This design comes from an exercise in tuning for a short achievable clock period and few clock cycles per item on the open sky130 flow, not from production work.
Power is estimated from default activity; no workload was simulated.

==> inputs of exp/xenon <==
## rip_relative_displacement_relocator_unit
module rip_relative_displacement_relocator_unit #(
    parameter int POSITION_BITS = 26
) (
    input  logic               i_clk,
    input  logic               i_rst_n,
    input  logic               i_in_valid,
    output logic               i_in_ready,
    input  logic [7:0]         i_in_byte,
    input  logic               i_in_last,
    output logic               o_out_valid,
    input  logic               o_out_ready,
    output logic [7:0]         o_out_byte,
    output logic               o_out_last,
    input  logic               i_cfg_valid,
    output logic               i_cfg_ready,
    input  logic [7:0]         i_cfg_index,
    input  logic [31:0]        i_cfg_value
);
make LEC_CHECK=0 ABC_CLOCK_PERIOD_IN_PS=2000 CAP_MARGIN=20 CORE_MARGIN=2 CORE_UTILIZATION=60 CTS_CLUSTER_DIAMETER=500 CTS_CLUSTER_SIZE=20 SETUP_SLACK_MARGIN=4.2 SLEW_MARGIN=20 finish   # period 6.3 ns
run.sh (not shown) runs the stock make flow with config.mk's settings and CLKGATE_MAP_FILE= SYNTH_SCRIPT=/design/flow/synth_recipe.tcl, a recipe that flattens the netlist after the stock synthesis.
==> inputs of exp/tundra, as changes to exp/xenon <==
--- a/flow/design.v
+++ b/flow/design.v
@@ -113,102 +113,99 @@
     logic [7:0]  r_opc_third;
     logic        r_two_byte;
     logic [31:0] r_win_start;
     logic [26:0] r_win_len;
     logic [31:0] r_off_base;
     logic [31:0] r_disp_base;
     logic [31:0] disp_base;
     logic        r_cfg_busy;
-    logic [1:0]  r_cfg_step;
+    logic [2:0]  r_cfg_step;
     logic        r_cfg_ready;
-    logic [7:0]  r_cfg_index;
-    logic [7:0]  r_cfg_byte;        
+    logic [7:0]  r_cfg_sel;         
+    logic [3:0]  r_cfg_nib;         
     logic        r_cfg_oy, r_cfg_oc;    
     logic        r_cfg_dy, r_cfg_dc;    
     logic        w_load, w_start, w_dest;
-    logic [7:0]  off_a, off_b, off_c, disp_a, disp_b, disp_c;
-    logic [7:0]  off_m, disp_m;
-    logic [8:0]  off_sum, disp_sum;
+    logic [3:0]  off_a, off_b, off_c, disp_a, disp_b, disp_c;
+    logic [3:0]  off_m, disp_m;
+    logic [4:0]  off_sum, disp_sum;
+    logic [7:0]  cfg_sel;
     assign i_cfg_ready = r_cfg_ready;
     assign disp_base   = r_disp_base;
-    assign w_load  = (r_cfg_index == rrdr_pkg::REG_LOAD_BASE);
-    assign w_start = (r_cfg_index == rrdr_pkg::REG_WINDOW_START);
-    assign w_dest  = (r_cfg_index == rrdr_pkg::REG_DEST_START);
+    assign w_load  = r_cfg_sel[rrdr_pkg::REG_LOAD_BASE];
+    assign w_start = r_cfg_sel[rrdr_pkg::REG_WINDOW_START];
+    assign w_dest  = r_cfg_sel[rrdr_pkg::REG_DEST_START];
     always_comb begin
-        off_a  = w_start ? r_off_base[7:0]  : r_cfg_byte;
-        off_b  = w_start ? r_win_start[7:0] : ~r_win_start[7:0];
-        off_c  = w_start ? ~r_cfg_byte      : ((r_cfg_step == 2'd0) ? 8'd4 : 8'd0);
-        disp_a = w_start ? r_disp_base[7:0] : r_cfg_byte;
-        disp_b = w_start ? r_win_start[7:0] : ~r_win_start[7:0];
-        disp_c = w_start ? ~r_cfg_byte      : 8'd0;
+        for (int i = 0; i < 8; i++) begin
+            cfg_sel[i] = (i_cfg_index == 8'(i));
+        end
+        off_a  = w_start ? r_off_base[3:0]  : r_cfg_nib;
+        off_b  = w_start ? r_win_start[3:0] : ~r_win_start[3:0];
+        off_c  = w_start ? ~r_cfg_nib       : ((r_cfg_step == 3'd0) ? 4'd4 : 4'd0);
+        disp_a = w_start ? r_disp_base[3:0] : r_cfg_nib;
+        disp_b = w_start ? r_win_start[3:0] : ~r_win_start[3:0];
+        disp_c = w_start ? ~r_cfg_nib       : 4'd0;
         off_m    = (off_a & off_b) | (off_a & off_c) | (off_b & off_c);
         disp_m   = (disp_a & disp_b) | (disp_a & disp_c) | (disp_b & disp_c);
-        off_sum  = {1'b0, off_a ^ off_b ^ off_c} + {1'b0, off_m[6:0], r_cfg_oy} + {8'd0, r_cfg_oc};
-        disp_sum = {1'b0, disp_a ^ disp_b ^ disp_c} + {1'b0, disp_m[6:0], r_cfg_dy} + {8'd0, r_cfg_dc};
+        off_sum  = {1'b0, off_a ^ off_b ^ off_c} + {1'b0, off_m[2:0], r_cfg_oy} + {4'd0, r_cfg_oc};
+        disp_sum = {1'b0, disp_a ^ disp_b ^ disp_c} + {1'b0, disp_m[2:0], r_cfg_dy} + {4'd0, r_cfg_dc};
     end
     always_ff @(posedge i_clk) begin
         if (!i_rst_n) begin
             r_cfg_busy  <= 1'b0;
-            r_cfg_step  <= 2'd0;
+            r_cfg_step  <= 3'd0;
             r_cfg_ready <= 1'b0;
         end else if (!r_cfg_busy) begin
             r_cfg_busy  <= i_cfg_valid;
-            r_cfg_step  <= 2'd0;
+            r_cfg_step  <= 3'd0;
             r_cfg_ready <= 1'b0;
         end else begin
-            r_cfg_busy  <= (r_cfg_step != 2'd3);
-            r_cfg_step  <= r_cfg_step + 2'd1;
-            r_cfg_ready <= (r_cfg_step == 2'd2);
+            r_cfg_busy  <= (r_cfg_step != 3'd7);
+            r_cfg_step  <= r_cfg_step + 3'd1;
+            r_cfg_ready <= (r_cfg_step == 3'd6);
         end
     end
     always_ff @(posedge i_clk) begin
         if (!r_cfg_busy) begin
-            r_cfg_index <= i_cfg_index;
-            r_cfg_byte  <= i_cfg_value[7:0];
-            r_cfg_oy    <= 1'b1;
-            r_cfg_oc    <= 1'b0;
-            r_cfg_dy    <= 1'b1;
-            r_cfg_dc    <= 1'b0;
+            r_cfg_sel <= cfg_sel;
+            r_cfg_nib <= i_cfg_value[3:0];
+            r_cfg_oy  <= 1'b1;
+            r_cfg_oc  <= 1'b0;
+            r_cfg_dy  <= 1'b1;
+            r_cfg_dc  <= 1'b0;
         end else begin
-            case (r_cfg_step)
-                2'd0:    r_cfg_byte <= i_cfg_value[15:8];
-                2'd1:    r_cfg_byte <= i_cfg_value[23:16];
-                default: r_cfg_byte <= i_cfg_value[31:24];
-            endcase
-            r_cfg_oy <= off_m[7];
-            r_cfg_oc <= off_sum[8];
-            r_cfg_dy <= disp_m[7];
-            r_cfg_dc <= disp_sum[8];
+            r_cfg_nib <= i_cfg_value[4*(r_cfg_step + 3'd1) +: 4];
+            r_cfg_oy  <= off_m[3];
+            r_cfg_oc  <= off_sum[4];
+            r_cfg_dy  <= disp_m[3];
+            r_cfg_dc  <= disp_sum[4];
         end
     end
     always_ff @(posedge i_clk) begin
         if (!i_rst_n) begin
             r_opc_first  <= rrdr_pkg::RST_OPCODE_FIRST;
             r_opc_second <= rrdr_pkg::RST_OPCODE_SECOND;
             r_opc_third  <= rrdr_pkg::RST_OPCODE_THIRD;
             r_two_byte   <= rrdr_pkg::RST_TWO_BYTE_MODE;
             r_win_start  <= rrdr_pkg::RST_WINDOW_START;
             r_win_len    <= rrdr_pkg::RST_WINDOW_LENGTH;
             r_off_base   <= rrdr_pkg::RST_LOAD_BASE - rrdr_pkg::RST_WINDOW_START + 32'd4;
             r_disp_base  <= rrdr_pkg::RST_DEST_START - rrdr_pkg::RST_WINDOW_START;
         end else if (r_cfg_busy) begin
-            if (r_cfg_step == 2'd0) begin
-                case (r_cfg_index)
-                    rrdr_pkg::REG_OPCODE_FIRST:  r_opc_first  <= i_cfg_value[7:0];
-                    rrdr_pkg::REG_OPCODE_SECOND: r_opc_second <= i_cfg_value[7:0];
-                    rrdr_pkg::REG_OPCODE_THIRD:  r_opc_third  <= i_cfg_value[7:0];
-                    rrdr_pkg::REG_TWO_BYTE_MODE: r_two_byte   <= i_cfg_value[0];
-                    rrdr_pkg::REG_WINDOW_LENGTH: r_win_len    <= i_cfg_value[26:0];
-                    default: ;
-                endcase
+            if (r_cfg_step == 3'd0) begin
+                if (r_cfg_sel[rrdr_pkg::REG_OPCODE_FIRST])  r_opc_first  <= i_cfg_value[7:0];
+                if (r_cfg_sel[rrdr_pkg::REG_OPCODE_SECOND]) r_opc_second <= i_cfg_value[7:0];
+                if (r_cfg_sel[rrdr_pkg::REG_OPCODE_THIRD])  r_opc_third  <= i_cfg_value[7:0];
+                if (r_cfg_sel[rrdr_pkg::REG_TWO_BYTE_MODE]) r_two_byte   <= i_cfg_value[0];
+                if (r_cfg_sel[rrdr_pkg::REG_WINDOW_LENGTH]) r_win_len    <= i_cfg_value[26:0];
             end
-            r_win_start <= {w_start ? r_cfg_byte : r_win_start[7:0], r_win_start[31:8]};
-            r_off_base  <= {(w_load || w_start) ? off_sum[7:0] : r_off_base[7:0], r_off_base[31:8]};
-            r_disp_base <= {(w_dest || w_start) ? disp_sum[7:0] : r_disp_base[7:0], r_disp_base[31:8]};
+            r_win_start <= {w_start ? r_cfg_nib : r_win_start[3:0], r_win_start[31:4]};
+            r_off_base  <= {(w_load || w_start) ? off_sum[3:0] : r_off_base[3:0], r_off_base[31:4]};
+            r_disp_base <= {(w_dest || w_start) ? disp_sum[3:0] : r_disp_base[3:0], r_disp_base[31:4]};
         end
     end
     logic       r_in_ready;
     logic       r_iv;
     logic [7:0] r_ib;
     logic       r_il;
     logic       in_go;
     logic [2:0] in_eq;
@@ -426,35 +423,37 @@
         kt_all = group8(r_kt_g, r_kt_p);
         ct32   = kt_all[1];
     end
     always_ff @(posedge i_clk) begin
         if (r_k_v) begin
             r_hit <= c32 ? ~(r_k_y32 & ct32) : ~(r_k_y32 | ct32);
         end
     end
-    logic       r_pc;
+    logic       r_pc_first, r_pc_next, r_pc_sel;
+    logic       carry_in;
     logic [8:0] sum_first, sum_next;
     logic [7:0] base_next;
     logic [7:0] patch_byte;
-    logic       patch_carry;
     always_comb begin
         case (1'b1)
             r_hist[0]: base_next = disp_base[15:8];
             r_hist[1]: base_next = disp_base[23:16];
             default:   base_next = disp_base[31:24];
         endcase
+        carry_in    = r_pc_sel ? r_pc_first : r_pc_next;
         sum_first   = {1'b0, r_lb[0]} + {1'b0, disp_base[7:0]};
-        sum_next    = {1'b0, r_lb[0]} + {1'b0, base_next} + {8'd0, r_pc};
+        sum_next    = {1'b0, r_lb[0]} + {1'b0, base_next} + {8'd0, carry_in};
         patch_byte  = match ? sum_first[7:0] : sum_next[7:0];
-        patch_carry = match ? sum_first[8]   : sum_next[8];
     end
     always_ff @(posedge i_clk) begin
         if (rel) begin
-            r_pc <= patch_carry;
+            r_pc_first <= sum_first[8];
+            r_pc_next  <= sum_next[8];
+            r_pc_sel   <= match;
         end
     end
     logic [1:0] r_dv;
     logic [7:0] r_db [2];            
     logic [7:0] r_dp [2];            
     logic [1:0] r_dl;
     logic [1:0] r_dx;                
     always_ff @(posedge i_clk) begin
==> inputs of exp/onyx, as changes to exp/xenon <==
CTS_CLUSTER_DIAMETER = not set   (was 500)
CTS_CLUSTER_SIZE = not set   (was 20)
==> comparison <==
In exp/tundra the combinational power is smaller than in exp/onyx, by about 5%.
In exp/onyx the count of clock-buffer cells in the layout is higher than in exp/tundra, by 28.
Between exp/onyx and exp/xenon, the lower global-route usage is in exp/xenon (gap 0.75 points).
The lowest via count belongs to exp/tundra, the highest to exp/onyx.
Core utilization: exp/onyx > exp/xenon > exp/tundra.
Of exp/tundra and exp/onyx, exp/onyx has the higher first-iteration DRC count (gap 13%, measured against exp/onyx).
The highest final cell count belongs to exp/onyx, the lowest to exp/tundra.
Synthesized area is the same in exp/xenon and exp/onyx.
Sequential power is about the same in exp/tundra and exp/xenon.
Sequential share of layout area: exp/tundra is higher than exp/xenon (1.7 points).
Function was not checked in any run of this note: the RTL went through the layout flow alone.

==> what the ideal ports hide <==
No port has a modelled driver above. Below, the same layouts with a new extraction and two added sets of constraints.
Step 1 assumes that a clkbuf_16 drives the clock port and a buf_2 every other input.
Step 2 times the ports against the registers' clock, not the clock port: input delays grow and output delays shrink by t, the midpoint of the rising clock arrivals with the driver on.
a / b / c = ideal / step 1 / step 2; a / b = the first two.
run	shift t [ns]	setup WS [ns]	worst setup path at the end	slew at the worst register clock pin (ns)
exp/xenon	0.621	2.604 / 2.604 / 2.604	register to register	0.09 / 0.09
exp/tundra	0.625	3.780 / 3.780 / 3.603	input to register	0.09 / 0.09
exp/onyx	0.647	2.631 / 2.631 / 2.631	register to register	0.06 / 0.06
After both steps setup and hold are still met in every run listed. For exp/tundra, which loses most, drivers alone change the setup slack by 0.000 ns; drivers and shift together by -0.177 ns.
